This design comes from an exercise in tuning for small area and a short achievable clock period on the open sky130 flow, not from production work.
The RTL was checked by simulation tests, not by an equivalence proof against the original design.
Power is estimated from default activity; no workload was simulated.

### flow/design.v
`timescale 1ns/10ps
`default_nettype none
package noc_pkg;
        localparam int NUM_PORTS = 5;    
        typedef enum logic [2:0] {
                NORTH,
                SOUTH,
                EAST,
                WEST,
                LOCAL
        } port_e;
        typedef logic [NUM_PORTS-1:0] port_vec_t;        
        typedef logic [3:0] coord_t;                     
        typedef logic [7:0] payload_t;
        typedef struct packed {
                coord_t x;
                coord_t y;
        } node_addr_t;
        typedef struct packed {
                coord_t   dest_x;
                coord_t   dest_y;
                payload_t payload;
        } flit_t;
endpackage
`default_nettype wire
`timescale 1ns/10ps
`default_nettype none
module input_fifo #(
        parameter int FIFO_DEPTH = 4
) (
        input  wire logic     clk,
        input  wire logic     reset_i,
        input  wire logic     push_i,
        input  noc_pkg::flit_t flit_i,
        input  wire logic     pop_i,
        output logic [7:0]    head_dest_o,       
        output noc_pkg::flit_t prev_o,           
        output logic          nonempty_o
);
        logic [15:0] mem [0:3];
        logic [3:0]  rd_oh;                      
        logic [1:0]  wr_ptr;
        logic        last;                       
        always_comb begin
                head_dest_o = '0;
                prev_o      = '0;
                for (int k = 0; k < 4; k++) begin
                        head_dest_o = head_dest_o | ({8{rd_oh[k]}} & mem[k][15:8]);
                        prev_o      = prev_o | ({16{rd_oh[(k + 1) % 4]}} & mem[k]);
                end
        end
        assign last = rd_oh[(wr_ptr - 2'd1) % 4] ;
        always_ff @(posedge clk) begin
                if (push_i)
                        mem[wr_ptr] <= flit_i;
        end
        always_ff @(posedge clk) begin
                if (reset_i) begin
                        rd_oh      <= 4'b0001;
                        wr_ptr     <= '0;
                        nonempty_o <= 1'b0;
                end else begin
                        if (push_i)
                                wr_ptr <= {wr_ptr[1] ^ wr_ptr[0], ~wr_ptr[0]};
                        if (pop_i)
                                rd_oh <= {rd_oh[2:0], rd_oh[3]};
                        nonempty_o <= push_i | (nonempty_o & ~(pop_i & last));
                end
        end
endmodule
`default_nettype wire
`timescale 1ns/10ps
`default_nettype none
module route_compute (
        input  wire logic [7:0]     dest_i,      
        input  noc_pkg::node_addr_t location_i,
        output noc_pkg::port_vec_t  req_o,
        output logic [3:0]          cmp_o        
);
        logic x_less;
        logic x_same;
        logic y_less;
        logic y_same;
        assign cmp_o = {x_less, x_same, y_less, y_same};
        assign x_less = (dest_i[7:4] < location_i.x);
        assign x_same = (dest_i[7:4] == location_i.x);
        assign y_less = (dest_i[3:0] < location_i.y);
        assign y_same = (dest_i[3:0] == location_i.y);
        assign req_o[noc_pkg::EAST]  = ~x_less & ~x_same;
        assign req_o[noc_pkg::WEST]  = x_less;
        assign req_o[noc_pkg::NORTH] = x_same & ~y_less & ~y_same;
        assign req_o[noc_pkg::SOUTH] = x_same & y_less;
        assign req_o[noc_pkg::LOCAL] = x_same & y_same;
endmodule
`default_nettype wire
`timescale 1ns/10ps
`default_nettype none
module credit_counter #(
        parameter int FIFO_DEPTH = 4
) (
        input  wire logic         clk,
        input  wire logic         reset_i,
        input  noc_pkg::port_vec_t send_i,
        input  noc_pkg::port_vec_t credit_i,
        output noc_pkg::port_vec_t credit_avail_o
);
        for (genvar o = 0; o < noc_pkg::NUM_PORTS; o++) begin : g_out
                logic [2:0] used;
                always_ff @(posedge clk) begin
                        if (reset_i)
                                used <= 3'd0;
                        else if (send_i[o] && !credit_i[o])
                                used <= {used[1] & used[0], used[1] ^ used[0], ~used[0]};
                        else if (credit_i[o] && !send_i[o])
                                used <= {1'b0, used[2] | (used[1] & used[0]), ~used[0]};
                end
                assign credit_avail_o[o] = ~used[2];
        end
endmodule
`default_nettype wire
`timescale 1ns/10ps
`default_nettype none
module switch_alloc (
        input  wire logic         clk,
        input  wire logic         reset_i,
        input  wire logic [24:0]  req_i,                 
        input  noc_pkg::port_vec_t nonempty_i,
        input  wire logic [39:0]  dest_i,                
        input  wire logic [19:0]  cmp_i,                 
        input  noc_pkg::port_vec_t credit_avail_i,
        output logic      [24:0]  grant_o,               
        output noc_pkg::port_vec_t pop_o,
        output logic      [24:0]  last_o                 
);
        logic [24:0] masks;                              
        for (genvar o = 0; o < 5; o++) begin : g_out
                logic [3:0] above;                       
                logic [4:0] mask;
                logic [4:0] grant;
                assign mask = {1'b1, above};
                assign masks[5*o +: 5] = mask;
                assign last_o[5*o +: 5] = {above[0],
                                           ~above[3],
                                           above[3] & ~above[2],
                                           above[2] & ~above[1],
                                           above[1] & ~above[0]};
                for (genvar i = 0; i < 5; i++) begin : g_grant
                        assign grant[i] = pop_o[i] & req_i[5*i + o];
                end
                assign grant_o[5*o +: 5] = grant;
                always_ff @(posedge clk) begin
                        if (reset_i)
                                above <= 4'b1111;
                        else if (grant != '0)
                                above <= {grant[4] | grant[2] | grant[1] | grant[0],
                                          grant[4] | grant[1] | grant[0],
                                          grant[4] | grant[0],
                                          grant[4]};
                end
        end
        pop_logic u_pop (
                .nonempty_i     (nonempty_i),
                .dest_i         (dest_i),
                .cmp_i          (cmp_i),
                .masks_i        (masks),
                .credit_avail_i (credit_avail_i),
                .pop_o          (pop_o)
        );
endmodule
module pop_logic (
        input  noc_pkg::port_vec_t nonempty_i,
        input  wire logic [39:0]  dest_i,
        input  wire logic [19:0]  cmp_i,
        input  wire logic [24:0]  masks_i,
        input  noc_pkg::port_vec_t credit_avail_i,
        output noc_pkg::port_vec_t pop_o
);
        always_comb begin
                for (int i = 0; i < 5; i++) begin
                        logic xl, xs, xg, yl, ys, yg;
                        logic pn, ps, pe, pw, pl;
                        {xl, xs, yl, ys} = cmp_i[4*i +: 4];
                        xg = ~xl & ~xs;
                        yg = ~yl & ~ys;
                        pn = credit_avail_i[noc_pkg::NORTH] & yg;
                        ps = credit_avail_i[noc_pkg::SOUTH] & yl;
                        pe = credit_avail_i[noc_pkg::EAST]  & xg;
                        pw = credit_avail_i[noc_pkg::WEST]  & xl;
                        pl = credit_avail_i[noc_pkg::LOCAL] & ys;
                        for (int j = 0; j < 5; j++) begin
                                if (j != i) begin
                                        logic       jxl, jxs, jxg, jyl, jys, jyg;
                                        logic       eqx, eqy;
                                        logic [4:0] ahead;       
                                        {jxl, jxs, jyl, jys} = cmp_i[4*j +: 4];
                                        jxg = ~jxl & ~jxs;
                                        jyg = ~jyl & ~jys;
                                        eqx = jxs;
                                        eqy = jys;
                                        for (int o = 0; o < 5; o++) begin
                                                ahead[o] = nonempty_i[j] &
                                                           ((j < i) ? (masks_i[5*o + j] | ~masks_i[5*o + i])
                                                                    : (masks_i[5*o + j] & ~masks_i[5*o + i]));
                                        end
                                        pn = pn & ~(ahead[noc_pkg::NORTH] & eqx & jyg);
                                        ps = ps & ~(ahead[noc_pkg::SOUTH] & eqx & jyl);
                                        pe = pe & ~(ahead[noc_pkg::EAST]  & jxg);
                                        pw = pw & ~(ahead[noc_pkg::WEST]  & jxl);
                                        pl = pl & ~(ahead[noc_pkg::LOCAL] & eqx & eqy);
                                end
                        end
                        pop_o[i] = nonempty_i[i] & (pe | pw | (xs & (pn | ps | pl)));
                end
        end
endmodule
`default_nettype wire
`timescale 1ns/10ps
`default_nettype none
module crossbar (
        input  wire logic         clk,
        input  wire logic         reset_i,
        input  wire logic [79:0]  prev_i,                
        input  wire logic [24:0]  grant_i,               
        input  wire logic [24:0]  last_i,                
        output logic      [79:0]  flit_o,                
        output noc_pkg::port_vec_t valid_o
);
        logic [24:0] sel;
        assign sel = last_i;
        always_ff @(posedge clk) begin
                if (reset_i) begin
                        valid_o <= '0;
                end else begin
                        for (int o = 0; o < 5; o++)
                                valid_o[o] <= |grant_i[5*o +: 5];
                end
        end
        for (genvar o = 0; o < 5; o++) begin : g_out
                always_comb begin
                        flit_o[16*o +: 16] = '0;
                        for (int i = 0; i < 5; i++)
                                flit_o[16*o +: 16] = flit_o[16*o +: 16] | ({16{sel[5*o + i]}} & prev_i[16*i +: 16]);
                end
        end
endmodule
`default_nettype wire
`timescale 1ns/10ps
`default_nettype none
module router (
        input  wire logic        clk,
        input  wire logic        reset_i,
        input  wire logic [7:0]  location_i,             
        input  wire logic [79:0] flit_i,                 
        input  wire logic [4:0]  valid_i,
        output logic      [4:0]  credit_o,
        output logic      [79:0] flit_o,                 
        output logic      [4:0]  valid_o,
        input  wire logic [4:0]  credit_i
);
        localparam int FIFO_DEPTH = 4;
        logic [79:0] prev;                       
        logic [24:0] req;                        
        logic [39:0] dest;                       
        logic [19:0] cmp;                        
        noc_pkg::port_vec_t   nonempty;
        noc_pkg::port_vec_t   credit_avail;
        logic [24:0] grant;
        logic [24:0] last;
        noc_pkg::port_vec_t   send;
        noc_pkg::port_vec_t   pop;
        for (genvar p = 0; p < noc_pkg::NUM_PORTS; p++) begin : g_port
                logic [7:0]         dest_p;
                logic               nonempty_p;
                noc_pkg::port_vec_t req_p;
                input_fifo #(
                        .FIFO_DEPTH (FIFO_DEPTH)
                ) u_fifo (
                        .clk        (clk),
                        .reset_i    (reset_i),
                        .push_i     (valid_i[p]),
                        .flit_i     (flit_i[16*p +: 16]),
                        .pop_i      (pop[p]),
                        .head_dest_o (dest_p),
                        .prev_o     (prev[16*p +: 16]),
                        .nonempty_o (nonempty_p)
                );
                route_compute u_route (
                        .dest_i     (dest_p),
                        .location_i (location_i),
                        .req_o      (req_p),
                        .cmp_o      (cmp[4*p +: 4])
                );
                assign dest[8*p +: 8] = dest_p;
                assign nonempty[p]    = nonempty_p;
                assign req[5*p +: 5]    = nonempty_p ? req_p : 5'b0;
        end
        credit_counter #(
                .FIFO_DEPTH (FIFO_DEPTH)
        ) u_credit (
                .clk            (clk),
                .reset_i        (reset_i),
                .send_i         (send),
                .credit_i       (credit_i),
                .credit_avail_o (credit_avail)
        );
        switch_alloc u_alloc (
                .clk            (clk),
                .reset_i        (reset_i),
                .req_i          (req),
                .nonempty_i     (nonempty),
                .dest_i         (dest),
                .cmp_i          (cmp),
                .credit_avail_i (credit_avail),
                .grant_o        (grant),
                .last_o         (last),
                .pop_o          (pop)
        );
        for (genvar o = 0; o < noc_pkg::NUM_PORTS; o++) begin : g_send
                assign send[o] = |grant[5*o +: 5];
        end
        crossbar u_xbar (
                .clk     (clk),
                .reset_i (reset_i),
                .prev_i  (prev),
                .grant_i (grant),
                .last_i  (last),
                .flit_o  (flit_o),
                .valid_o (valid_o)
        );
        assign credit_o = pop;   
endmodule
`default_nettype wire
### flow/flow/run.sh
#!/bin/bash
# Standard layout, with these changes to how it is made:
# - the smallest buffer on every port instead of the flow's default pick;
# - global routing steered off the lowest layers (fastroute.tcl);
# - no half-adder cells, so the compare logic goes through abc as plain gates.
set -euo pipefail
here=$(cd "$(dirname "${BASH_SOURCE[0]}")" && pwd)
export BUFFER_PORTS_ARGS="-buffer_cell sky130_fd_sc_hd__buf_1"
export FASTROUTE_TCL="$here/fastroute.tcl"

# The platform's don't-use list, plus the half adders.
dont_use="sky130_fd_sc_hd__probe_p_8 sky130_fd_sc_hd__probec_p_8 sky130_fd_sc_hd__lpflow_bleeder_1"
for n in 1 16 2 4 8; do
  dont_use+=" sky130_fd_sc_hd__lpflow_clkbufkapwr_$n sky130_fd_sc_hd__lpflow_clkinvkapwr_$n"
done
for n in 12 3 4 6 8; do dont_use+=" sky130_fd_sc_hd__lpflow_decapkapwr_$n"; done
dont_use+=" sky130_fd_sc_hd__lpflow_inputiso0n_1 sky130_fd_sc_hd__lpflow_inputiso0p_1"
dont_use+=" sky130_fd_sc_hd__lpflow_inputiso1n_1 sky130_fd_sc_hd__lpflow_inputiso1p_1"
dont_use+=" sky130_fd_sc_hd__lpflow_inputisolatch_1"
for n in 1 16 2 4 8; do dont_use+=" sky130_fd_sc_hd__lpflow_isobufsrc_$n"; done
dont_use+=" sky130_fd_sc_hd__lpflow_isobufsrckapwr_16"
for n in 1 2 4; do dont_use+=" sky130_fd_sc_hd__lpflow_lsbuf_lh_hl_isowell_tap_$n"; done
dont_use+=" sky130_fd_sc_hd__lpflow_lsbuf_lh_isowell_4"
for n in 1 2 4; do dont_use+=" sky130_fd_sc_hd__lpflow_lsbuf_lh_isowell_tap_$n"; done
dont_use+=" sky130_fd_sc_hd__ha_1 sky130_fd_sc_hd__ha_2 sky130_fd_sc_hd__ha_4"

sed -e "s|\"\${@:-finish}\"|DONT_USE_CELLS='$dont_use' \"\${@:-finish}\"|" standard.sh > standard_noha.sh
bash standard_noha.sh > standard_flow.log 2>&1
### flow/flow/fastroute.tcl
# Global routing resources: keep more of met1 and met2 free for pin access
# and push longer routes up to met3 and met4.
set_global_routing_layer_adjustment met1 0.45
set_global_routing_layer_adjustment met2 0.35
set_global_routing_layer_adjustment met3-met5 0.15

set_routing_layers -clock met3-met5
set_routing_layers -signal met1-met5
### flow/standard.sh
#!/bin/bash
# synth_recipe.tcl (not shown) runs the flow's synth.tcl, then flattens the netlist and writes it again
# the make line also repeats each setting of config.mk as NAME=value (left out here)
make -C /OpenROAD-flow-scripts/flow DESIGN_CONFIG=/design/flow/config.mk WORK_HOME=/design/flow/orfs CLKGATE_MAP_FILE= SYNTH_SCRIPT=/design/flow/synth_recipe.tcl "${@:-finish}"
### flow/config.mk
export PLATFORM = sky130hd
export DESIGN_NAME = router
export DESIGN_NICKNAME = router
export VERILOG_FILES = /design/flow/design.v
export SDC_FILE = /design/flow/constraint.sdc
export NUM_CORES = 4
export LEC_CHECK = 0
export ABC_AREA = 1
export CAP_MARGIN = 20
export CORE_MARGIN = 2
export CORE_UTILIZATION = 55
export CTS_BUF_LIST = sky130_fd_sc_hd__clkbuf_4
export CTS_CLUSTER_DIAMETER = 40
export CTS_CLUSTER_SIZE = 10
export PLACE_DENSITY = 0.75
export SETUP_SLACK_MARGIN = 3.0
export SLEW_MARGIN = 20
### flow/constraint.sdc
create_clock -name core_clock -period 8.0 [get_ports {clk}]
set_input_delay 1.6000 -clock core_clock [delete_from_list [all_inputs] [get_ports {clk}]]
set_output_delay 1.6000 -clock core_clock [all_outputs]
set_load 0.01 [all_outputs]
==> out/metrics.csv, run 1 <==
metric,value,unit
postSynthCellCount,2356,
grt_usage,0.466,
core_area,36800,µm²
detail-route-antenna-nets,0,
p_leak,9.19,nW
cts_root_buf,clkbuf_4,
gr-total-overflow,0,
cp-end-kind,primary output,
wl_met2,31700,µm
worst-path-max-fanout,6,
drt-initial-drc-count,1678,
synth_seq_area_share,0.538,
cts_buffers,53,
post_drt_wl_per_cell,24.9,µm
timing.final.ws_setup,2.95,ns
routabilityCongestion,1.12,
dp_cells,2935,
path_cells,buf_12 > clkinvlp_4 > o21ai_4 > nand2_2 > nor2_4 > buf_6 > nand2_4 > nand2_4 > nor2_2 > o21ai_0 > nand2_1 > nor2_1 > nand2_1 > nand2_1 > nand2_2 > nand2_4 > buf_2,
vias,19000,
period_minus_slack,5.05,ns
setup_viol,0,
routed.top_layer,met5,
firstDrtPassIters,7,
powerDensity,312,nW/µm²
netlist_area,20700,µm²
dp_slack,2.24,ns
rsz0062_at_grt,true,
maxCapViolations,0,
rows,70,
worst-setup-path-type,in2out,
grt_antenna_before_repair,6,
pin_count,190,
start_util,0.562,
async_flop_share,0,
finalWirelength,76800,µm
synth_top_cell_by_area,edfxtp_1,
worst_pin_slew,1.27,ns
cts_hold_buf,0,
drc,0,
avgViaCountPerCell,6.17,
fin_tns_setup,0,ns
utilization,0.635,
finalCritPeriodShare,0.632,
relSlewSlack,0.155,
clkSlewWorstSetupHoldPaths,0.10,ns
cts_sinks,395,
synth_top_area_frac,0.465,
status,timing/DRC/antenna clean,
wl_met1,26900,µm
synth-seq-cells,395,
yosysUniqueCellTypes,37,
finalClockSkew,0.0990,ns
layout-drive-gt1-share,0.151,
synth_edf_count,320,
cp-start-kind,primary input,
ys_top_cells_by_area,"edfxtp_1 47%, nand2_1 15%, dfxtp_1 7.3%, nor2_1 5.2%, a221oi_1 4.7%",
finalNonFillerCells,3087,
nFillCells,3091,
first_global_vias,18500,
cts_max_level,2,
die_x,198,µm
hold_viol_final,0,
ys.flop_type,edfxtp_1,
nets,2672,
max_stage_delay,0.21,ns
max-vdd-ir-drop,230,µV
min_path_type,reg2reg,
wl_met3,11800,µm
die_y,198,µm
yosysWarningCount,5,
dieArea,39100,µm²
cts_tree,yes,
post-dp-hpwl,55500,µm
grt_pass1_wl,112000,µm
rrSetupSlack,4.37,ns
syn_nets,2456,
max_freq,198,MHz
worst_ep_required_time,6.40,ns
cp.arrival,3.45,ns
grt_max_degree,36,
clk_path_buf_depth,3,
area_growth,13.0,%
drv_slew,0,
crit_slowest_cell,clkinvlp_4,
port-buffer-count,189,
clkLatencyLatePin,0.86,ns
avgSynthCellArea,8.77,µm²
==> where the power goes <==
| group | leakage (nW) | switching (mW) | internal (mW) | total, mW |
|---|---|---|---|---|
| Clock | 0.471 | 0.718 | 0.623 | 1.34 |
| Sequential | 3.55 | 0.187 | 2.36 | 2.54 |
| Combinational | 5.16 | 2.41 | 0.978 | 3.39 |
==> what timing repair did <==
item                                    CTS  global route
gates cloned                              0             1
gates resized for setup                  81            62
pin swaps                                24            32
endpoints found under the setup margin   14            13
buffers inserted                         21            18
==> cell type report <==
class | instances | area (µm²) | area share
antenna | 3 | 7.51 | 0.000322
clock buffer | 78 | 586 | 0.0251
clock inverter | 21 | 246 | 0.0106
inverter | 122 | 477 | 0.0204
multi-input combinational | 1726 | 8880 | 0.380
sequential | 395 | 11100 | 0.477
tap | 468 | 586 | 0.0251
timing repair buffer | 274 | 1430 | 0.0611
==> sequential cells by signal, summed over array words and instances, names as in the netlist <==
register and flops:
u_credit.g_out.used 15, g_port.u_fifo.rd_oh 20, g_port.u_fifo.nonempty_o 5, g_port.u_fifo.mem 320
u_alloc.g_out.above 20, g_port.u_fifo.wr_ptr 10, u_xbar.valid_o 5
==> logic make-up (layout without fill, tap and decap cells) <==
family,Yosys count,in the layout,share of synthesized area
simple gates,1333,1334,0.276
flops,395,395,0.538
compound gates,390,390,0.134
buf+inv,236,495,0.0512
xor+xnor,2,2,0.000848
other cells,0,3,0
==> path summary, 6_finish.rpt <==
check                                          startpoint                         to  cells after the start
worst min-delay path            u_credit.g_out[3].used[2]  u_credit.g_out[3].used[2]                      2
worst min register to register  u_credit.g_out[3].used[2]  u_credit.g_out[3].used[2]                      2
worst max register to register  g_port[1].u_fifo.rd_oh[0]  u_credit.g_out[2].used[0]                     28
worst max-delay path                        location_i[6]                credit_o[2]                     17
==> per-stage QoR <==
step	hold slack, ns	area [µm²]	power [mW]
after floorplan	0.457	20700	4.41
after global placement	0.466	21700	5.57
after detailed placement	0.480	21700	5.60
after CTS	0.497	22900	7.03
after global routing	0.522	23300	7.60
final	0.492	23300	7.27
==> layout by cell type (no fill, tap or decap), types with 5 or more instances in the layout <==
cell / synthesis / layout
o21ai_1: 35 / 26
nand4_1: 70 / 70
nand3_1: 76 / 69
nand2_4: 11 / 25
bufinv_16: 0 / 5
a21oi_1: 53 / 52
o21ai_0: 52 / 51
buf_1: 2 / 175
clkbuf_4: 0 / 83
dfxtp_4: 0 / 5
nand2_1: 803 / 774
a221oi_2: 0 / 5
inv_2: 14 / 19
buf_4: 6 / 72
nor3_1: 12 / 12
clkinvlp_4: 0 / 7
nor2_4: 13 / 21
o211ai_1: 90 / 90
edfxtp_1: 320 / 320
a22o_1: 32 / 32
dfxtp_1: 75 / 65
clkinv_1: 4 / 9
nand2_2: 39 / 55
dfxtp_2: 0 / 5
a221oi_1: 112 / 107
buf_2: 11 / 10
buf_6: 18 / 9
nand3_2: 9 / 14
inv_1: 104 / 96
o21ai_2: 5 / 13
nor2_1: 284 / 257
nor2_2: 9 / 28
a21boi_1: 6 / 6
==> critical path, delay by kind of cell <==
| kind | cells | cell delay (ns) |
|---|---|---|
| AND/OR/NAND/NOR | 11 | 1.02 |
| buffers and inverters | 4 | 0.59 |
| AO/OA/AOI/OAI | 2 | 0.22 |
==> layer usage <==
layer  up-vias  track usage
met5         -       0.0115
met4         4        0.294
met2      1277        0.678
met3       347        0.233
met1      8719        0.652
li1       8691            -
==> cell usage after synthesis (12+ instances only) <==
| master | n |
|---|---|
| o21ai_1 | 35 |
| o21ai_0 | 52 |
| a221oi_1 | 112 |
| inv_2 | 14 |
| dfxtp_1 | 75 |
| a21oi_1 | 53 |
| edfxtp_1 | 320 |
| o211ai_1 | 90 |
| nand4_1 | 70 |
| clkbuf_1 | 77 |
| a22o_1 | 32 |
| nand2_1 | 803 |
| nand3_1 | 76 |
| inv_1 | 104 |
| nor2_4 | 13 |
| nor3_1 | 12 |
| buf_6 | 18 |
| nor2_1 | 284 |
| nand2_2 | 39 |
==> run 2, diff against run 1 <==
--- a/flow/flow/run.sh
+++ b/flow/flow/run.sh
@@ -3,5 +3,5 @@
 # - the smallest buffer on every port instead of the flow's default pick;
 # - global routing steered off the lowest layers (fastroute.tcl);
-# - no half-adder cells, so the compare logic goes through abc as plain gates.
+# - no half-adder cells, so the compare logic goes through abc as plain gates;
 set -euo pipefail
 here=$(cd "$(dirname "${BASH_SOURCE[0]}")" && pwd)
@@ -25,4 +25,8 @@
 dont_use+=" sky130_fd_sc_hd__ha_1 sky130_fd_sc_hd__ha_2 sky130_fd_sc_hd__ha_4"
 
+cp -r "$FLOW_HOME/scripts" scripts_abc
+cp "$here/abc_area.script" scripts_abc/abc_area.script
+export SCRIPTS_DIR="$PWD/scripts_abc"
+
 sed -e "s|\"\${@:-finish}\"|DONT_USE_CELLS='$dont_use' \"\${@:-finish}\"|" standard.sh > standard_noha.sh
 bash standard_noha.sh > standard_flow.log 2>&1
==> flow/flow/abc_area.script (new file) <==
strash
dch
map -B 0.9
topo
stime -c
upsize -c
dnsize -c
--- a/flow/config.mk
+++ b/flow/config.mk
@@ -10,8 +10,8 @@
 export CORE_MARGIN = 2
 export CORE_UTILIZATION = 55
-export CTS_BUF_LIST = sky130_fd_sc_hd__clkbuf_4
-export CTS_CLUSTER_DIAMETER = 40
-export CTS_CLUSTER_SIZE = 10
+export CTS_BUF_LIST = sky130_fd_sc_hd__clkbuf_8
+export CTS_CLUSTER_DIAMETER = 50
+export CTS_CLUSTER_SIZE = 16
 export PLACE_DENSITY = 0.75
-export SETUP_SLACK_MARGIN = 3.0
+export SETUP_SLACK_MARGIN = 3.4
 export SLEW_MARGIN = 20
==> out/metrics.csv, run 2 <==
metric,value,unit,change
status,timing/DRC/antenna clean,,unchanged
hold_viol_final,0,,unchanged
avgSynthCellArea,8.89,µm²,was 8.77 µm²
fin_tns_setup,0,ns,unchanged
min_path_type,reg2reg,,unchanged
clk_path_buf_depth,3,,unchanged
clkLatencyLatePin,0.67,ns,was 0.86 ns
routabilityCongestion,1.09,,was 1.12
drc,0,,unchanged
cts_root_buf,clkbuf_8,,was clkbuf_4
wl_met1,26800,µm,was 26900 µm
drt-initial-drc-count,1536,,was 1678
dp_slack,2.29,ns,was 2.24 ns
die_y,195,µm,was 198 µm
worst_pin_slew,1.20,ns,was 1.27 ns
finalCritPeriodShare,0.595,,was 0.632
port-buffer-count,189,,unchanged
yosysWarningCount,5,,unchanged
netlist_area,20000,µm²,was 20700 µm²
worst_ep_required_time,6.40,ns,about the same
multiInputGateArea,9090,µm²,was 8880 µm²
max-vdd-ir-drop,249,µV,was 230 µV
synth_top_cell_by_area,edfxtp_1,,unchanged
regMostFlops,g_port.u_fifo.mem,,unchanged
final_area,23800,µm²,was 23300 µm²
start_util,0.560,,was 0.562
firstDrtPassIters,6,,was 7
powerDensity,310,nW/µm²,was 312 nW/µm²
syn_nets,2347,,was 2456
core_area,35700,µm²,was 36800 µm²
synth-seq-cells,395,,unchanged
wl_met2,31000,µm,was 31700 µm
cp-start-kind,primary input,,unchanged
synth_edf_count,320,,unchanged
nets,2651,,was 2672
postSynthCellCount,2247,,was 2356
worst-path-max-fanout,6,,unchanged
clkSlewWorstSetupHoldPaths,0.09,ns,was 0.10 ns
ys.flop_type,edfxtp_1,,unchanged
finalNonFillerCells,3047,,was 3087
maxCapViolations,0,,unchanged
routed.top_layer,met5,,unchanged
cts_tree,yes,,unchanged
post-dp-hpwl,52000,µm,was 55500 µm
cts_max_level,2,,unchanged
grt_usage,0.465,,was 0.466
first_global_vias,18900,,was 18500
avgViaCountPerCell,6.28,,was 6.17
yosysUniqueCellTypes,30,,was 37
rsz0062_at_grt,true,,unchanged
synth_seq_area_share,0.556,,was 0.538
layout-drive-gt1-share,0.157,,was 0.151
setup_viol,0,,unchanged
ys_top_cells_by_area,"edfxtp_1 48%, nand2_1 15%, dfxtp_1 7.5%, nor2_1 5.5%, a221oi_1 4.9%",,"was edfxtp_1 47%, nand2_1 15%, dfxtp_1 7.3%, nor2_1 5.2%, a221oi_1 4.7%"
relSlewSlack,0.202,,was 0.155
wl_met3,10500,µm,was 11800 µm
gr-total-overflow,0,,unchanged
post_drt_wl_per_cell,24.7,µm,was 24.9 µm
timing.final.ws_setup,3.24,ns,was 2.95 ns
finalClockSkew,0.0371,ns,was 0.0990 ns
cp.arrival,3.16,ns,was 3.45 ns
final_cell_mix,"773 x nand2_1, 320 x edfxtp_1, 248 x nor2_1",,"was 774 x nand2_1, 320 x edfxtp_1, 257 x nor2_1"
final_common_cell,nand2_1,,unchanged
cts_sinks,395,,unchanged
finalWirelength,75100,µm,was 76800 µm
grt_antenna_before_repair,8,,was 6
area_growth,19.2,%,was 13.0%
seq_area,11200,µm²,was 11100 µm²
cts_buffers,37,,was 53
cp-end-kind,primary output,,unchanged
p_leak,8.85,nW,was 9.19 nW
grt_pass1_wl,111000,µm,was 112000 µm
dieArea,37800,µm²,was 39100 µm²
async_flop_share,0,,unchanged
detail-route-antenna-nets,0,,unchanged
synth_top_area_frac,0.481,,was 0.465
max_freq,210,MHz,was 198 MHz
pin_count,190,,unchanged
die_x,195,µm,was 198 µm
rows,69,,was 70
worst-setup-path-type,in2out,,unchanged
largest_register_ffs,320,,unchanged
top_regs,"g_port.u_fifo.mem (320), g_port.u_fifo.rd_oh (20), u_alloc.g_out.above (20)",,unchanged
period_minus_slack,4.76,ns,was 5.05 ns
yosysMostFrequentCell,nand2_1,,unchanged
nFillCells,2922,,was 3091
drv_slew,0,,unchanged
yosys-top-cells-count,"819 x nand2_1, 320 x edfxtp_1, 291 x nor2_1, 113 x clkinv_1, 112 x a221oi_1",,"was 803 x nand2_1, 320 x edfxtp_1, 284 x nor2_1, 112 x a221oi_1, 104 x inv_1"
placed_cell_area,21400,µm²,was 21700 µm²
vias,19100,,was 19000
dp_cells,2913,,was 2935
grt_max_degree,36,,unchanged
## run 2: logic make-up after synthesis
kind of cell | share of synthesized area
and+or+nand+nor | 0.280
xor gates and xnor gates | 0.000877
AOI/OAI and AO/OA | 0.137
DFF | 0.556
buffers and inverters | 0.0248
## run 2: per-layer routing
layer / global-route usage / up-vias
li1: - / 8646
met1: 0.650 / 8909
met2: 0.672 / 1222
met3: 0.218 / 361
met4: 0.326 / 4
met5: 0 / -
## run 2: what timing repair did
item | 4_1_cts | 5_1_grt
hold buffers | 0 | 0
buffers inserted | 38 | 12
gates cloned | 1 | 0
resized for setup | 233 | 85
endpoints found under the setup margin | 83 | 35
pin swaps | 78 | 64
## run 2: path summary, 6_finish.rpt
| path | slack (ns) | depth (start not counted) | end | start |
|---|---|---|---|---|
| worst max-delay path | 3.24 | 16 | credit_o[3] | location_i[4] |
| worst min-delay path | 0.49 | 2 | u_credit.g_out[2].used[2] | u_credit.g_out[2].used[2] |
| worst max register to register | 4.33 | 22 | u_credit.g_out[0].used[0] | g_port[2].u_fifo.rd_oh[2] |
| worst min register to register | 0.49 | 2 | u_credit.g_out[2].used[2] | u_credit.g_out[2].used[2] |
## run 2: critical path: stages
cell,delay [ns]
buf_12,0.11
clkinv_8,0.06
o21ai_0,0.08
nand2_1,0.12
nor2_4,0.16
nand2_4,0.14
nand2_1,0.11
nor2_2,0.04
nand2_1,0.09
nand2_2,0.06
nor2_2,0.11
nand2_1,0.07
nand2_2,0.09
nand2_2,0.07
nand2_4,0.12
buf_6,0.12
## run 2: where the power goes
group,leakage (nW),total (mW),switching [mW],internal (mW)
Combinational,4.82,3.22,2.20,1.02
Clock,0.472,1.43,0.756,0.670
Sequential,3.56,2.72,0.354,2.37
## run 2: per-stage QoR
| step | power (mW) | utilization | hold slack (ns) |
|---|---|---|---|
| 6_report | 7.37 | 0.667 | 0.490 |
| 5_1_grt | 7.68 | 0.667 | 0.525 |
| 4_1_cts | 7.10 | 0.653 | 0.496 |
| 3_5_place_dp | 5.44 | 0.601 | 0.481 |
| 3_3_place_gp | 5.40 | 0.600 | 0.472 |
| 2_1_floorplan | 4.26 | - | 0.455 |
## run 2: layout make-up
| class | count | area share |
|---|---|---|
| repair buffers | 269 | 0.0621 |
| well taps | 461 | 0.0242 |
| diodes | 6 | 0.000631 |
| multi-input cells | 1726 | 0.382 |
| inverters | 122 | 0.0234 |
| flip-flops and latches | 395 | 0.470 |
| clock buffers | 41 | 0.0237 |
| clock inverters | 27 | 0.0139 |
==> run 3, diff against run 2 <==
--- a/flow/config.mk
+++ b/flow/config.mk
@@ -14,4 +14,4 @@
 export CTS_CLUSTER_SIZE = 16
 export PLACE_DENSITY = 0.75
-export SETUP_SLACK_MARGIN = 3.4
+export SETUP_SLACK_MARGIN = 2.6
 export SLEW_MARGIN = 20
==> out/metrics.csv, run 3 <==
metric,value,unit,change
post_drt_wl_per_cell,24.7,µm,about the same
synth-seq-cells,395,,unchanged
nets,2615,,was 2651
die_y,195,µm,unchanged
yosysMostFrequentCell,nand2_1,,unchanged
first_global_vias,18500,,was 18900
final_cell_mix,"815 x nand2_1, 320 x edfxtp_1, 269 x nor2_1",,"was 773 x nand2_1, 320 x edfxtp_1, 248 x nor2_1"
synth_top_area_frac,0.481,,unchanged
cp-start-kind,primary input,,unchanged
largest_register_ffs,320,,unchanged
max-vdd-ir-drop,208,µV,was 249 µV
die_x,195,µm,unchanged
detail-route-antenna-nets,0,,unchanged
gr-total-overflow,0,,unchanged
drc,0,,unchanged
core_area,35700,µm²,unchanged
p_leak,8.37,nW,was 8.85 nW
dieArea,37800,µm²,unchanged
r2r-start,g_port[2].u_fifo.rd_oh[2],,unchanged
cts_tree,yes,,unchanged
rsz0062_at_grt,true,,unchanged
rr_worst_depth,19,,was 22
setup_viol,0,,unchanged
wl_met3,9690,µm,was 10500 µm
area_growth,12.6,%,was 19.2%
maxCapViolations,0,,unchanged
max_freq,191,MHz,was 210 MHz
cts_root_buf,clkbuf_8,,unchanged
synth_top_cell_by_area,edfxtp_1,,unchanged
postSynthCellCount,2247,,unchanged
fin_tns_setup,0,ns,unchanged
yosysWarningCount,5,,unchanged
top_regs,"g_port.u_fifo.mem (320), g_port.u_fifo.rd_oh (20), u_alloc.g_out.above (20)",,unchanged
cts_buffers,36,,was 37
yosysUniqueCellTypes,30,,unchanged
clkLatencyLatePin,0.66,ns,was 0.67 ns
relSlewSlack,0.180,,was 0.202
grt_pass1_wl,110000,µm,was 111000 µm
worst-path-max-fanout,13,,was 6
synth_edf_count,320,,unchanged
nFillCells,2988,,was 2922
grt_usage,0.464,,was 0.465
wl_met1,26700,µm,was 26800 µm
rrSetupSlack,4.22,ns,was 4.33 ns
rr_endpoint,u_credit.g_out[0].used[0],,unchanged
cts_sinks,395,,unchanged
period_minus_slack,5.23,ns,was 4.76 ns
avgSynthCellArea,8.89,µm²,unchanged
status,timing/DRC/antenna clean,,unchanged
clkSlewWorstSetupHoldPaths,0.09,ns,about the same
async_flop_share,0,,unchanged
wl_met2,30700,µm,was 31000 µm
layout-drive-gt1-share,0.0877,,was 0.157
worst_ep_required_time,6.40,ns,about the same
port-buffer-count,189,,unchanged
multiInputGateArea,8470,µm²,was 9090 µm²
hold_viol_final,0,,unchanged
finalWirelength,74400,µm,was 75100 µm
cts_max_level,2,,unchanged
yosys-top-cells-count,"819 x nand2_1, 320 x edfxtp_1, 291 x nor2_1, 113 x clkinv_1, 112 x a221oi_1",,unchanged
min_path_type,reg2reg,,unchanged
ys.flop_type,edfxtp_1,,unchanged
worst-setup-path-type,in2out,,unchanged
pin_count,190,,unchanged
grt_antenna_before_repair,8,,unchanged
ys_top_cells_by_area,"edfxtp_1 48%, nand2_1 15%, dfxtp_1 7.5%, nor2_1 5.5%, a221oi_1 4.9%",,unchanged
post-dp-hpwl,53300,µm,was 52000 µm
cp.arrival,3.63,ns,was 3.16 ns
grt_max_degree,36,,unchanged
synth_seq_area_share,0.556,,unchanged
utilization,0.631,,was 0.667
avgViaCountPerCell,6.25,,was 6.28
finalClockSkew,0.0702,ns,was 0.0371 ns
vias,18800,,was 19100
cp-end-kind,primary output,,unchanged
rows,69,,unchanged
worst_pin_slew,1.23,ns,was 1.20 ns
crit_start,location_i[3],,was location_i[4]
routed.top_layer,met5,,unchanged
critPathCapture,credit_o[1],,was credit_o[3]
syn_nets,2347,,unchanged
seq_area,11100,µm²,was 11200 µm²
firstDrtPassIters,5,,was 6
start_util,0.560,,unchanged
regMostFlops,g_port.u_fifo.mem,,unchanged
clk_path_buf_depth,3,,unchanged
routabilityCongestion,1.07,,was 1.09
drv_slew,0,,unchanged
powerDensity,307,nW/µm²,was 310 nW/µm²
finalCritPeriodShare,0.654,,was 0.595
netlist_area,20000,µm²,unchanged
final_common_cell,nand2_1,,unchanged
drt-initial-drc-count,1469,,was 1536
-- run 3: timing repair --
action,in CTS,in global routing
pin swaps,0,4
endpoints found under the setup margin,5,5
hold buffers,0,0
resized for setup,22,21
buffers inserted,0,5
-- run 3: cell families after synthesis --
family | synth area share
flops | 0.556
xor+xnor | 0.000877
simple gates | 0.280
compound gates | 0.137
buf+inv | 0.0248
-- run 3: worst max-delay path: stages --
cell,delay (ns)
clkbuf_2,0.18
clkinv_2,0.13
o21ai_0,0.09
o21ai_0,0.13
nor2_1,0.19
nand2_1,0.07
nand2_1,0.14
clkinv_1,0.23
nand3_1,0.13
nand4_1,0.13
nand3_1,0.13
nand2_2,0.08
nand2_4,0.20
buf_1,0.18
-- run 3: cell type report --
cell class                 instances  share of cell area
clock inverter                    29              0.0117
antenna                            6            0.000668
clock buffer                      37              0.0226
timing repair buffer             235              0.0474
sequential                       395               0.495
multi-input combinational       1725               0.377
inverter                         122              0.0207
tap                              461              0.0256
-- run 3: where the power goes --
group / switching [mW] / internal [mW] / total [mW]
combinational: 2.15 / 0.859 / 3.01
sequential: 0.244 / 2.35 / 2.60
clock: 0.731 / 0.556 / 1.29
-- run 3: how the worst min path moves through the flow --
stage | end | slack (ns) | cells past startpoint | startpoint
after floorplan | u_credit.g_out[2].used[2] | 0.45 | 2 | u_credit.g_out[2].used[2]
final | u_credit.g_out[2].used[2] | 0.49 | 2 | u_credit.g_out[2].used[2]
after detailed placement | u_credit.g_out[2].used[2] | 0.48 | 2 | u_credit.g_out[2].used[2]
after global routing | u_credit.g_out[2].used[2] | 0.52 | 2 | u_credit.g_out[2].used[2]
after CTS | u_credit.g_out[2].used[2] | 0.49 | 2 | u_credit.g_out[2].used[2]
after global placement | u_credit.g_out[3].used[2] | 0.47 | 2 | u_credit.g_out[3].used[2]
-- run 3: per-stage QoR --
step           power, mW  setup WS, ns  instances  area (µm²)  hold WS [ns]
3_5_place_dp        5.49          2.36       2927       21500         0.480
5_1_grt             7.20          2.55       3006       22500         0.517
4_1_cts             6.75          2.58       2993       22300         0.492
6_report            6.90          2.77       3010       22500         0.488
2_1_floorplan       4.26          3.38       2247       20000         0.455
3_3_place_gp        5.45          2.33       2925       21500         0.473
-- run 3: per-layer routing --
layer / track usage / vias up
met3: 0.188 / 377
met5: 0.00639 / -
met1: 0.650 / 8744
li1: - / 8551
met2: 0.680 / 1148
met4: 0.352 / 6
==> run 4, diff against run 3 <==
--- a/flow/config.mk
+++ b/flow/config.mk
@@ -14,4 +14,4 @@
 export CTS_CLUSTER_SIZE = 16
 export PLACE_DENSITY = 0.75
-export SETUP_SLACK_MARGIN = 2.6
+export SETUP_SLACK_MARGIN = 3.2
 export SLEW_MARGIN = 20
==> out/metrics.csv, run 4 <==
metric,value,unit,change
nets,2655,,was 2615
netlist_area,20000,µm²,unchanged
first_global_vias,18900,,was 18500
final_cell_mix,"775 x nand2_1, 320 x edfxtp_1, 247 x nor2_1",,"was 815 x nand2_1, 320 x edfxtp_1, 269 x nor2_1"
setup_viol,0,,unchanged
worst-setup-path-type,reg2out,,was in2out
cp-end-kind,primary output,,unchanged
dieArea,37800,µm²,unchanged
synth_edf_count,320,,unchanged
p_total,7.20,mW,was 6.90 mW
whs_endpoint,u_credit.g_out[2].used[2],,unchanged
worst_ep_required_time,6.40,ns,about the same
worst_pin_slew,1.25,ns,was 1.23 ns
worst-path-max-fanout,21,,was 13
gr-total-overflow,0,,unchanged
relSlewSlack,0.164,,was 0.180
drt-initial-drc-count,1712,,was 1469
max_freq,206,MHz,was 191 MHz
fin_tns_setup,0,ns,unchanged
p_leak,8.78,nW,was 8.37 nW
hp-start,u_credit.g_out[2].used[2],,unchanged
detail-route-antenna-nets,0,,unchanged
period_minus_slack,4.85,ns,was 5.23 ns
cp-start-kind,register,,was primary input
postSynthCellCount,2247,,unchanged
hold-worst-slack,0.489,ns,was 0.488 ns
finalClockSkew,0.0659,ns,was 0.0702 ns
synth_top_cell_by_area,edfxtp_1,,unchanged
die_y,195,µm,unchanged
synth-seq-cells,395,,unchanged
post-dp-hpwl,53300,µm,unchanged
clkSlewWorstSetupHoldPaths,0.10,ns,was 0.09 ns
clk_path_buf_depth,3,,unchanged
rr_endpoint,u_credit.g_out[0].used[0],,unchanged
cts_sinks,395,,unchanged
clkLatencyLatePin,0.66,ns,about the same
ys.flop_type,edfxtp_1,,unchanged
synth_top_area_frac,0.481,,unchanged
cp.arrival,3.25,ns,was 3.63 ns
pin_count,190,,unchanged
layout-drive-gt1-share,0.148,,was 0.0877
r2r-start,u_alloc.g_out[4].above[3],,was g_port[2].u_fifo.rd_oh[2]
yosysUniqueCellTypes,30,,unchanged
drv_slew,0,,unchanged
powerDensity,306,nW/µm²,was 307 nW/µm²
rows,69,,unchanged
finalWirelength,75700,µm,was 74400 µm
hold_viol_final,0,,unchanged
ys_top_cells_by_area,"edfxtp_1 48%, nand2_1 15%, dfxtp_1 7.5%, nor2_1 5.5%, a221oi_1 4.9%",,unchanged
routabilityCongestion,1.07,,unchanged
top_regs,"g_port.u_fifo.mem (320), g_port.u_fifo.rd_oh (20), u_alloc.g_out.above (20)",,unchanged
core_area,35700,µm²,unchanged
status,timing/DRC/antenna clean,,unchanged
min_path_cells,2,,unchanged
drc,0,,unchanged
yosys-top-cells-count,"819 x nand2_1, 320 x edfxtp_1, 291 x nor2_1, 113 x clkinv_1, 112 x a221oi_1",,unchanged
rsz0062_at_grt,true,,unchanged
syn_nets,2347,,unchanged
area_growth,17.8,%,was 12.6%
max-vdd-ir-drop,208,µV,about the same
grt_pass1_wl,112000,µm,was 110000 µm
largest_register_ffs,320,,unchanged
grt_antenna_before_repair,3,,was 8
min_path_type,reg2reg,,unchanged
cts_tree,yes,,unchanged
rrSetupSlack,4.38,ns,was 4.22 ns
final_common_cell,nand2_1,,unchanged
yosysWarningCount,5,,unchanged
die_x,195,µm,unchanged
avgViaCountPerCell,6.27,,was 6.25
vias,19100,,was 18800
grt_max_degree,36,,unchanged
post_drt_wl_per_cell,24.8,µm,was 24.7 µm
start_util,0.560,,unchanged
avgSynthCellArea,8.89,µm²,unchanged
yosysMostFrequentCell,nand2_1,,unchanged
firstDrtPassIters,6,,was 5
regMostFlops,g_port.u_fifo.mem,,unchanged
rr_worst_depth,16,,was 19
grt_usage,0.472,,was 0.464
finalCritPeriodShare,0.607,,was 0.654
cts_root_buf,clkbuf_8,,unchanged
async_flop_share,0,,unchanged
synth_seq_area_share,0.556,,unchanged
maxCapViolations,0,,unchanged
cts_max_level,2,,unchanged
port-buffer-count,189,,unchanged
cts_buffers,36,,unchanged
## run 4: how the worst max path moves through the flow
stage | startpoint | end | slack [ns] | depth (start not counted)
2_1_floorplan | location_i[6] | credit_o[3] | 3.38 | 16
3_3_place_gp | location_i[5] | credit_o[2] | 2.33 | 15
3_5_place_dp | location_i[5] | credit_o[2] | 2.36 | 15
4_1_cts | u_alloc.g_out[0].above[3] | credit_o[3] | 3.13 | 12
5_1_grt | g_port[4].u_fifo.rd_oh[0] | credit_o[3] | 3.02 | 19
6_report | u_alloc.g_out[4].above[3] | credit_o[3] | 3.15 | 12
## run 4: area by class of cell
type	instances	area [µm²]
multi-input combinational	1726	8980
fill	2936	12100
clock inverter	29	263
inverter	122	532
sequential	395	11100
timing repair buffer	274	1500
antenna	4	10.0
clock buffer	37	509
tap	461	577
## run 4: cell families (layout without fill, tap and decap cells)
| kind of cell | after synthesis | in the layout | synth area share |
|---|---|---|---|
| buffers and inverters | 127 | 462 | 0.0248 |
| and+or+nand+nor | 1333 | 1334 | 0.280 |
| other | 0 | 4 | 0 |
| AOI/OAI and AO/OA | 390 | 390 | 0.137 |
| xor gates and xnor gates | 2 | 2 | 0.000877 |
| DFF | 395 | 395 | 0.556 |
## run 4: per-layer routing
layer | track usage | part of all wire | vias up
met5 | 0.00766 | 0.00071 | -
met4 | 0.361 | 0.098 | 4
met3 | 0.194 | 0.13 | 404
met2 | 0.691 | 0.41 | 1204
met1 | 0.658 | 0.35 | 8852
li1 | - | - | 8646
## run 4: where the power goes
group	internal, mW	leakage [nW]	switching (mW)
clock	0.556	0.435	0.734
combinational	1.00	4.78	2.30
sequential	2.36	3.56	0.246
total	3.92	8.78	3.28
## run 4: worst max-delay path: stages, from the launching register on
cell and delay (ns):
dfxtp_1 0.33, buf_4 0.32, clkinv_1 0.16, nor2_2 0.93, nor2_1 0.08, nand3_1 0.13
nand4_1 0.13, nand2_1 0.10, inv_2 0.03, nand2_1 0.09, nand2_2 0.08, nand2_4 0.10
buf_2 0.15
## run 4: per-stage QoR
step / std cells / area [µm²] / util / setup WS (ns)
2_1_floorplan: 2247 / 20000 / - / 3.38
3_3_place_gp: 2925 / 21500 / 0.603 / 2.33
3_5_place_dp: 2927 / 21500 / 0.603 / 2.36
4_1_cts: 3024 / 23000 / 0.645 / 3.13
5_1_grt: 3044 / 23500 / 0.659 / 3.02
6_report: 3048 / 23500 / 0.660 / 3.15
## run 4: timing repair
item	CTS	global route
resized for setup	162	109
setup endpoints to repair	42	24
hold buffers	0	0
pin swaps	48	46
cloned	1	0
buffers inserted	30	14
==> run 5, diff against run 4 <==
--- a/flow/config.mk
+++ b/flow/config.mk
@@ -14,4 +14,4 @@
 export CTS_CLUSTER_SIZE = 16
 export PLACE_DENSITY = 0.75
-export SETUP_SLACK_MARGIN = 3.2
+export SETUP_SLACK_MARGIN = 3.0
 export SLEW_MARGIN = 20
==> out/metrics.csv, run 5 <==
metric,value,unit,change
first_global_vias,18700,,was 18900
cts_buffers,36,,unchanged
cp-end-kind,primary output,,unchanged
core_area,35700,µm²,unchanged
cts_max_level,2,,unchanged
finalWirelength,75300,µm,was 75700 µm
max_stage_delay,0.17,ns,was 0.93 ns
grt_max_degree,36,,unchanged
seq_area,11100,µm²,about the same
die_x,195,µm,unchanged
drt-initial-drc-count,1684,,was 1712
status,timing/DRC/antenna clean,,unchanged
cp-start-kind,primary input,,was register
rsz0062_at_grt,true,,unchanged
placed_cell_area,21500,µm²,unchanged
finalClockSkew,0.0699,ns,was 0.0659 ns
yosys-top-cells-count,"819 x nand2_1, 320 x edfxtp_1, 291 x nor2_1, 113 x clkinv_1, 112 x a221oi_1",,unchanged
worst-path-buf-inv,3,,was 4
post_drt_wl_per_cell,24.8,µm,about the same
p_leak,8.61,nW,was 8.78 nW
cp_top_family,simple AND/OR/NAND/NOR gates,,unchanged
crit_slowest_cell,buf_4,,was nor2_2
avgViaCountPerCell,6.24,,was 6.27
path_cells,buf_4 > clkinv_4 > o21ai_0 > nand2_1 > nor2_4 > nand2_8 > nor2_4 > nand3_2 > nor2_1 > nor2_1 > nand2_1 > nand3_1 > nand2_2 > nand2_4 > clkbuf_2,,was buf_4 > clkinv_1 > nor2_2 > nor2_1 > nand3_1 > nand4_1 > nand2_1 > inv_2 > nand2_1 > nand2_2 > nand2_4 > buf_2
final_common_cell,nand2_1,,unchanged
vias,18900,,was 19100
finalCritPeriodShare,0.612,,was 0.607
area_growth,15.7,%,was 17.8%
fin_tns_setup,0,ns,unchanged
cts_sinks,395,,unchanged
grt_usage,0.470,,was 0.472
finalNonFillerCells,3035,,was 3048
worst-setup-path-type,in2out,,was reg2out
pin_count,190,,unchanged
largest_register_ffs,320,,unchanged
multiInputGateArea,8770,µm²,was 8980 µm²
nFillCells,2942,,was 2936
layout-drive-gt1-share,0.125,,was 0.148
period_minus_slack,4.90,ns,was 4.85 ns
synth_top_area_frac,0.481,,unchanged
regMostFlops,g_port.u_fifo.mem,,unchanged
yosysWarningCount,5,,unchanged
gr-total-overflow,0,,unchanged
final_area,23100,µm²,was 23500 µm²
nets,2640,,was 2655
hold-worst-slack,0.489,ns,about the same
clkLatencyLatePin,0.66,ns,about the same
worst_pin_slew,1.25,ns,about the same
synth_seq_area_share,0.556,,unchanged
yosysUniqueCellTypes,30,,unchanged
worst-path-max-fanout,7,,was 21
avgSynthCellArea,8.89,µm²,unchanged
post-dp-hpwl,53300,µm,unchanged
cp.arrival,3.30,ns,was 3.25 ns
dieArea,37800,µm²,unchanged
maxCapViolations,0,,unchanged
postSynthCellCount,2247,,unchanged
drv_slew,0,,unchanged
utilization,0.648,,was 0.660
dp_cells,2927,,unchanged
firstDrtPassIters,7,,was 6
synth_top_cell_by_area,edfxtp_1,,unchanged
start_util,0.560,,unchanged
yosysMostFrequentCell,nand2_1,,unchanged
min_path_type,reg2reg,,unchanged
die_y,195,µm,unchanged
powerDensity,307,nW/µm²,was 306 nW/µm²
worst_ep_required_time,6.40,ns,about the same
detail-route-antenna-nets,0,,unchanged
relSlewSlack,0.166,,was 0.164
grt_antenna_before_repair,8,,was 3
async_flop_share,0,,unchanged
routabilityCongestion,1.07,,unchanged
ys_top_cells_by_area,"edfxtp_1 48%, nand2_1 15%, dfxtp_1 7.5%, nor2_1 5.5%, a221oi_1 4.9%",,unchanged
max_freq,204,MHz,was 206 MHz
port-buffer-count,189,,unchanged
cts_hold_buf,0,,unchanged
top_regs,"g_port.u_fifo.mem (320), g_port.u_fifo.rd_oh (20), u_alloc.g_out.above (20)",,unchanged
r2r-start,u_alloc.g_out[1].above[0],,was u_alloc.g_out[4].above[3]
drc,0,,unchanged
synth_edf_count,320,,unchanged
grt_pass1_wl,111000,µm,was 112000 µm
ys.flop_type,edfxtp_1,,unchanged
final_cell_mix,"788 x nand2_1, 320 x edfxtp_1, 256 x nor2_1",,"was 775 x nand2_1, 320 x edfxtp_1, 247 x nor2_1"
rows,69,,unchanged
syn_nets,2347,,unchanged
setup_viol,0,,unchanged
cts_root_buf,clkbuf_8,,unchanged
clk_path_buf_depth,3,,unchanged
max-vdd-ir-drop,209,µV,was 208 µV
hp-start,u_credit.g_out[2].used[2],,unchanged
clkSlewWorstSetupHoldPaths,0.09,ns,was 0.10 ns
netlist_area,20000,µm²,unchanged
hold_viol_final,0,,unchanged
synth-seq-cells,395,,unchanged
cts_tree,yes,,unchanged
crit_start,location_i[4],,was u_alloc.g_out[4].above[3]
==> run 5: cell counts after synthesis <==
No cell type changed its count.
==> run 5: tightest hold or removal path, cell delays in order (launching register included) <==
cell and delay [ns]:
dfxtp_1 0.32, nand3_1 0.07, a21oi_1 0.05
==> run 5: cell type report <==
| class | instances | share of cell area |
|---|---|---|
| Clock inverter | 29 | 0.0114 |
| Timing Repair Buffer | 260 | 0.0573 |
| Multi-Input combinational cell | 1725 | 0.380 |
| Inverter | 122 | 0.0216 |
| Antenna cell | 6 | 0.000650 |
| Clock buffer | 37 | 0.0220 |
| Sequential cell | 395 | 0.482 |
| Tap cell | 461 | 0.0250 |
==> run 5: repair_timing <==
action / in CTS / in global routing
endpoints found under the setup margin: 22 / 6
pin swaps: 17 / 50
buffers inserted: 13 / 19
gates resized for setup: 73 / 101
hold endpoints to repair: 0 / 0
==> run 5: per-layer routing <==
| metal | global-route usage | share of wire |
|---|---|---|
| met5 | 0 | 0 |
| met1 | 0.654 | 0.35 |
| met3 | 0.200 | 0.14 |
| met2 | 0.688 | 0.42 |
| met4 | 0.349 | 0.095 |
==> run 5: cells by family after synthesis <==
group           synth area share
simple gates               0.280
xor+xnor                0.000877
compound gates             0.137
buf+inv                   0.0248
flops                      0.556
==> run 5: path summary, 6_finish.rpt <==
kind / to / slack [ns] / cells past startpoint
worst max register to register: u_credit.g_out[0].used[0] / 4.38 / 17
worst max-delay path: credit_o[0] / 3.10 / 15
worst min register to register: u_credit.g_out[2].used[2] / 0.49 / 2
worst min-delay path: u_credit.g_out[2].used[2] / 0.49 / 2
==> run 5: power by group <==
part	internal, mW	total [mW]	switching (mW)
registers	2.36	2.60	0.242
logic	0.955	3.20	2.25
clock network	0.556	1.29	0.733
==> run 5: through the flow <==
stage	setup WS [ns]	power (mW)
floorplan	3.38	4.26
global placement	2.33	5.45
detailed placement	2.36	5.49
CTS	3.02	6.84
global route	2.97	7.40
finish	3.10	7.09
==> run 6, diff against run 5 <==
--- a/flow/config.mk
+++ b/flow/config.mk
@@ -9,9 +9,9 @@
 export CAP_MARGIN = 20
 export CORE_MARGIN = 2
-export CORE_UTILIZATION = 55
+export CORE_UTILIZATION = 60
 export CTS_BUF_LIST = sky130_fd_sc_hd__clkbuf_8
 export CTS_CLUSTER_DIAMETER = 50
 export CTS_CLUSTER_SIZE = 16
-export PLACE_DENSITY = 0.75
+export PLACE_DENSITY = 0.8
 export SETUP_SLACK_MARGIN = 3.0
 export SLEW_MARGIN = 20
==> out/metrics.csv, run 6 <==
metric,value,unit,change
status,timing/DRC/antenna clean,,unchanged
nets,2640,,unchanged
drv_slew,0,,unchanged
finalWirelength,75500,µm,was 75300 µm
worst_pin_slew,1.25,ns,about the same
clk_path_buf_depth,3,,unchanged
drc,0,,unchanged
grt_pass1_wl,112000,µm,was 111000 µm
synth_top_area_frac,0.481,,unchanged
port-buffer-count,189,,unchanged
path_cells,buf_6 > clkinv_4 > o21ai_1 > nand2_1 > nor2_4 > nand2_4 > nor2_4 > buf_4 > nand2_1 > nand2_1 > nand2_1 > nand2_1 > nand3_1 > nand2_2 > nand2_8 > clkbuf_2,,was buf_4 > clkinv_4 > o21ai_0 > nand2_1 > nor2_4 > nand2_8 > nor2_4 > nand3_2 > nor2_1 > nor2_1 > nand2_1 > nand3_1 > nand2_2 > nand2_4 > clkbuf_2
maxCapViolations,0,,unchanged
synth-seq-cells,395,,unchanged
rsz0062_at_grt,true,,unchanged
timing.final.ws_setup,3.05,ns,was 3.10 ns
grt_busiest_layer,met2,,unchanged
async_flop_share,0,,unchanged
yosysMostFrequentCell,nand2_1,,unchanged
min_path_type,reg2reg,,unchanged
postSynthCellCount,2247,,unchanged
grt_usage,0.509,,was 0.470
firstDrtPassIters,7,,unchanged
drt-initial-drc-count,2035,,was 1684
max_freq,202,MHz,was 204 MHz
pin_count,190,,unchanged
avgSynthCellArea,8.89,µm²,unchanged
syn_nets,2347,,unchanged
gr-total-overflow,0,,unchanged
vias,19500,,was 18900
cts_sinks,395,,unchanged
grt_use_met1,0.684,,was 0.654
layout-drive-gt1-share,0.125,,about the same
finalClockSkew,0.0553,ns,was 0.0699 ns
worst_ep_required_time,6.40,ns,about the same
hold-worst-slack,0.487,ns,was 0.489 ns
cts_tree,yes,,unchanged
routabilityCongestion,1.04,,was 1.07
die_x,186,µm,was 195 µm
largest_register_ffs,320,,unchanged
dp_slack,2.02,ns,was 2.36 ns
p_leak,8.63,nW,was 8.61 nW
synth_top_cell_by_area,edfxtp_1,,unchanged
critPathMostFrequentCell,nand2_1,,
final_common_cell,nand2_1,,unchanged
worst-path-max-fanout,6,,was 7
netlist_area,20000,µm²,unchanged
clkLatencyLatePin,0.64,ns,was 0.66 ns
cts_root_buf,clkbuf_8,,unchanged
yosysWarningCount,5,,unchanged
top_regs,"g_port.u_fifo.mem (320), g_port.u_fifo.rd_oh (20), u_alloc.g_out.above (20)",,unchanged
core_area,32600,µm²,was 35700 µm²
crit_slowest_cell,nor2_4,,was buf_4
cts_max_level,2,,unchanged
dieArea,34800,µm²,was 37800 µm²
worst-setup-path-type,in2out,,unchanged
cts_hold_buf,0,,unchanged
synth_seq_area_share,0.556,,unchanged
avgViaCountPerCell,6.47,,was 6.24
cp-end-kind,primary output,,unchanged
start_util,0.612,,was 0.560
grt_max_degree,36,,unchanged
ys_top_cells_by_area,"edfxtp_1 48%, nand2_1 15%, dfxtp_1 7.5%, nor2_1 5.5%, a221oi_1 4.9%",,unchanged
ys.flop_type,edfxtp_1,,unchanged
rows,66,,was 69
die_y,186,µm,was 195 µm
yosysUniqueCellTypes,30,,unchanged
max-vdd-ir-drop,314,µV,was 209 µV
detail-route-antenna-nets,0,,unchanged
cp.arrival,3.35,ns,was 3.30 ns
clkSlewWorstSetupHoldPaths,0.07,ns,was 0.09 ns
max_stage_delay,0.17,ns,about the same
relSlewSlack,0.169,,was 0.166
yosys-top-cells-count,"819 x nand2_1, 320 x edfxtp_1, 291 x nor2_1, 113 x clkinv_1, 112 x a221oi_1",,unchanged
synth_edf_count,320,,unchanged
finalCritPeriodShare,0.619,,was 0.612
grtUsageMet2,0.729,,was 0.688
p_total,7.15,mW,was 7.09 mW
regMostFlops,g_port.u_fifo.mem,,unchanged
powerDensity,310,nW/µm²,was 307 nW/µm²
period_minus_slack,4.95,ns,was 4.90 ns
utilization,0.708,,was 0.648
hold_viol_final,0,,unchanged
fin_tns_setup,0,ns,unchanged
grtUsageMet3,0.265,,was 0.200
grt_antenna_before_repair,3,,was 8
cts_buffers,37,,was 36
post_drt_wl_per_cell,25.1,µm,was 24.8 µm
cp-start-kind,primary input,,unchanged
post-dp-hpwl,52000,µm,was 53300 µm
final_cell_mix,"792 x nand2_1, 320 x edfxtp_1, 254 x nor2_1",,"was 788 x nand2_1, 320 x edfxtp_1, 256 x nor2_1"
setup_viol,0,,unchanged
area_growth,15.7,%,about the same
first_global_vias,19200,,was 18700
-- run 6: cell counts after synthesis --
No cell type changed its count.
-- run 6: area by class of cell --
class                      instances  area [µm²]
tap                              442         553
timing repair buffer             259        1300
inverter                         122         493
multi-input combinational       1725        8820
antenna                            2        5.00
fill                            2493        9510
clock inverter                    30         299
sequential                       395       11100
clock buffer                      37         509
-- run 6: cell families (layout without fill, tap and decap cells) --
group | Yosys count | count (layout) | share of synthesized area
xor+xnor | 2 | 2 | 0.000877
compound gates | 390 | 390 | 0.137
flops | 395 | 395 | 0.556
buf+inv | 127 | 448 | 0.0248
other cells | 0 | 2 | 0
simple gates | 1333 | 1333 | 0.280
-- run 6: what timing repair did --
item	in CTS	in global routing
setup buffers	17	14
resized for setup	91	76
pin swaps	22	36
endpoints found under the setup margin	22	8
-- run 6: stage by stage --
stage / cell area (µm²) / std cells
4_1_cts: 22700 / 2991
6_report: 23100 / 3012
3_3_place_gp: 21500 / 2905
5_1_grt: 23100 / 3010
3_5_place_dp: 21500 / 2907
2_1_floorplan: 20000 / 2247
-- run 6: final timing paths --
kind	startpoint	to	slack, ns	cells after the start
worst max-delay path	location_i[6]	credit_o[2]	3.05	16
worst min-delay path	u_credit.g_out[2].used[2]	u_credit.g_out[2].used[2]	0.49	2
worst max register to register	u_alloc.g_out[4].above[3]	u_credit.g_out[0].used[0]	4.25	16
worst min register to register	u_credit.g_out[2].used[2]	u_credit.g_out[2].used[2]	0.49	2
-- run 6: where the power goes --
part	switching (mW)	leakage, nW	internal, mW
sequential	0.210	3.55	2.35
combinational	2.29	4.63	0.969
clock	0.739	0.449	0.592
total	3.24	8.63	3.92
-- run 6: layer usage --
layer / vias up / routed length [µm]
li1: 8609 / -
met5: - / 39
met2: 1455 / 30600
met3: 474 / 12100
met1: 8956 / 25300
met4: 4 / 7550
-- run 6: critical path: cells and delay by family --
kind,cells,cell delay (ns)
AND/OR/NAND/NOR,11,1.11
buffers and inverters,4,0.52
AO/OA/AOI/OAI,1,0.11
==> run 7, diff against run 6 <==
--- a/flow/config.mk
+++ b/flow/config.mk
@@ -9,9 +9,9 @@
 export CAP_MARGIN = 20
 export CORE_MARGIN = 2
-export CORE_UTILIZATION = 60
-export CTS_BUF_LIST = sky130_fd_sc_hd__clkbuf_8
-export CTS_CLUSTER_DIAMETER = 50
-export CTS_CLUSTER_SIZE = 16
-export PLACE_DENSITY = 0.8
+export CORE_UTILIZATION = 55
+export CTS_BUF_LIST = sky130_fd_sc_hd__clkbuf_16
+export CTS_CLUSTER_DIAMETER = 80
+export CTS_CLUSTER_SIZE = 30
+export PLACE_DENSITY = 0.75
 export SETUP_SLACK_MARGIN = 3.0
 export SLEW_MARGIN = 20
==> out/metrics.csv, run 7 <==
metric,value,unit,change
cts_tree,yes,,unchanged
grt_antenna_before_repair,5,,was 3
synth_top_family_by_area,simple AND/OR/NAND/NOR gates,,unchanged
max_freq,203,MHz,was 202 MHz
rr_endpoint,u_credit.g_out[3].used[0],,was u_credit.g_out[0].used[0]
regMostFlops,g_port.u_fifo.mem,,unchanged
avgViaCountPerCell,6.28,,was 6.47
rows,69,,was 66
synth_top_cell_by_area,edfxtp_1,,unchanged
status,timing/DRC/antenna clean,,unchanged
hold_viol_final,0,,unchanged
yosys.area_share.simple,0.280,,unchanged
detail-route-antenna-nets,0,,unchanged
post-dp-hpwl,53300,µm,was 52000 µm
cp-start-kind,primary input,,unchanged
share_comb_of_total_power,0.445,,was 0.455
finalCritPeriodShare,0.617,,was 0.619
relSlewSlack,0.162,,was 0.169
synth_fa_ha_area_frac,0,,unchanged
clk_path_buf_depth,3,,unchanged
min_path_cells,2,,unchanged
rrSetupSlack,4.29,ns,was 4.25 ns
yosysUniqueCellTypes,30,,unchanged
firstDrtPassIters,6,,was 7
drt-initial-drc-count,1613,,was 2035
avgSynthCellArea,8.89,µm²,unchanged
powerDensity,310,nW/µm²,about the same
setup_viol,0,,unchanged
grt_pass1_wl,111000,µm,was 112000 µm
syn_nets,2347,,unchanged
max-vdd-ir-drop,206,µV,was 314 µV
netlist_area,20000,µm²,unchanged
final_cell_mix,"790 x nand2_1, 320 x edfxtp_1, 256 x nor2_1",,"was 792 x nand2_1, 320 x edfxtp_1, 254 x nor2_1"
period_minus_slack,4.94,ns,was 4.95 ns
clkPwrFrac,0.193,,was 0.186
worst_ep_required_time,6.40,ns,about the same
critPathCapture,credit_o[1],,was credit_o[2]
worst_pin_slew,1.26,ns,was 1.25 ns
cts_root_buf,clkbuf_16,,was clkbuf_8
drv_slew,0,,unchanged
p_sw,3.25,mW,was 3.24 mW
rsz0062_at_grt,true,,unchanged
synth_top_area_frac,0.481,,unchanged
worst-setup-path-type,in2out,,unchanged
yosysMostFrequentCell,nand2_1,,unchanged
p_leak,8.60,nW,was 8.63 nW
synth_edf_count,320,,unchanged
p_seq_frac,0.363,,was 0.358
finalWirelength,75100,µm,was 75500 µm
first_global_vias,18600,,was 19200
clkSlewWorstSetupHoldPaths,0.09,ns,was 0.07 ns
r2r-start,g_port[2].u_fifo.rd_oh[3],,was u_alloc.g_out[4].above[3]
yosysWarningCount,5,,unchanged
die_y,195,µm,was 186 µm
area_growth,16.0,%,was 15.7%
min_path_type,reg2reg,,unchanged
cts_hold_buf,0,,unchanged
worst-path-max-fanout,7,,was 6
final_common_cell,nand2_1,,unchanged
synth-compound-area-share,0.137,,unchanged
die_x,195,µm,was 186 µm
ys_top_cells_by_area,"edfxtp_1 48%, nand2_1 15%, dfxtp_1 7.5%, nor2_1 5.5%, a221oi_1 4.9%",,unchanged
switching_share,0.453,,about the same
synth_seq_area_share,0.556,,unchanged
postSynthCellCount,2247,,unchanged
clkLatencyLatePin,0.60,ns,was 0.64 ns
gr-total-overflow,0,,unchanged
grt_usage,0.466,,was 0.509
nets,2629,,was 2640
drc,0,,unchanged
layout-drive-gt1-share,0.121,,was 0.125
==> run 7: cell count changes in the layout (fill, tap and decap cells not counted), moves of 4 or more <==
cell       change
clkbuf_16     +22
clkbuf_8      -37
nand2_4        -5
clkinv_2       -5
nand2_2        +8
diode_2        +4
inv_1          -8
==> run 7: final cells by class <==
class / instances / area, µm² / share of cell area
clock buffers: 22 / 551 / 0.0238
inverters: 122 / 497 / 0.0214
repair buffers: 262 / 1310 / 0.0565
clock inverters: 17 / 292 / 0.0126
multi-input cells: 1726 / 8790 / 0.379
diodes: 6 / 15.0 / 0.000648
well taps: 461 / 577 / 0.0249
flip-flops and latches: 395 / 11100 / 0.481
==> run 7: through the flow <==
step | util | setup WS, ns | power [mW] | instance area, µm² | std cells
after floorplan | - | 3.38 | 4.26 | 20000 | 2247
after global placement | 0.603 | 2.33 | 5.45 | 21500 | 2925
after detailed placement | 0.603 | 2.36 | 5.49 | 21500 | 2927
after CTS | 0.636 | 3.02 | 6.94 | 22700 | 2979
after global routing | 0.649 | 2.97 | 7.49 | 23100 | 3005
final | 0.650 | 3.06 | 7.18 | 23200 | 3011
==> run 7: power by group through the flow <==
stage          combinational (mW)  sequential [mW]  clock [mW]
2_1_floorplan                1.64             2.61           0
3_3_place_gp                 2.83             2.62           0
3_5_place_dp                 2.86             2.63           0
4_1_cts                      2.96             2.59        1.39
5_1_grt                      3.41             2.62        1.46
6_report                     3.19             2.60        1.38
==> run 7: critical path, cell delays in order <==
cell and delay [ns]:
clkbuf_4 0.16, clkinv_2 0.10, o21ai_1 0.12, nand2_1 0.12, nor2_4 0.14, nand2_2 0.10
nand2_4 0.15, buf_4 0.13, nor2_1 0.03, nor2_1 0.11, nand4_1 0.12, nand3_1 0.13
nand2_2 0.08, nand2_4 0.09, clkbuf_2 0.13
==> run 7: cell families after synthesis <==
| family | count (synthesis) |
|---|---|
| buffers and inverters | 127 |
| AND/OR/NAND/NOR | 1333 |
| XOR/XNOR | 2 |
| flip-flops | 395 |
| AO/OA/AOI/OAI | 390 |
==> run 7: layer usage <==
| metal | track usage | share of wire | vias to the layer above |
|---|---|---|---|
| met4 | 0.334 | 0.10 | 0 |
| li1 | - | - | 8588 |
| met2 | 0.692 | 0.42 | 1163 |
| met1 | 0.660 | 0.35 | 8797 |
| met3 | 0.188 | 0.14 | 368 |
| met5 | 0 | 0 | - |
==> run 7: worst min-delay path by stage <==
stage,start,endpoint,slack (ns)
after global routing,u_credit.g_out[2].used[2],u_credit.g_out[2].used[2],0.52
after CTS,u_credit.g_out[2].used[2],u_credit.g_out[2].used[2],0.49
after floorplan,u_credit.g_out[2].used[2],u_credit.g_out[2].used[2],0.45
after detailed placement,u_credit.g_out[2].used[2],u_credit.g_out[2].used[2],0.48
after global placement,u_credit.g_out[3].used[2],u_credit.g_out[3].used[2],0.47
final,u_credit.g_out[2].used[2],u_credit.g_out[2].used[2],0.49
==> run 7: what timing repair did <==
action / in CTS / in global routing
buffers inserted: 13 / 19
pin swaps: 17 / 49
setup endpoints to repair: 14 / 5
gates cloned: 0 / 1
gates resized for setup: 73 / 103

Re-timed with assumed drivers on the ports (clkbuf_16 on the clock, buf_2 on other inputs), run 7 has 2.979 ns of setup slack against 3.064 ns with ideal ports, and 2.979 ns once port delays also move by the mid clock arrival of 0.629 ns.
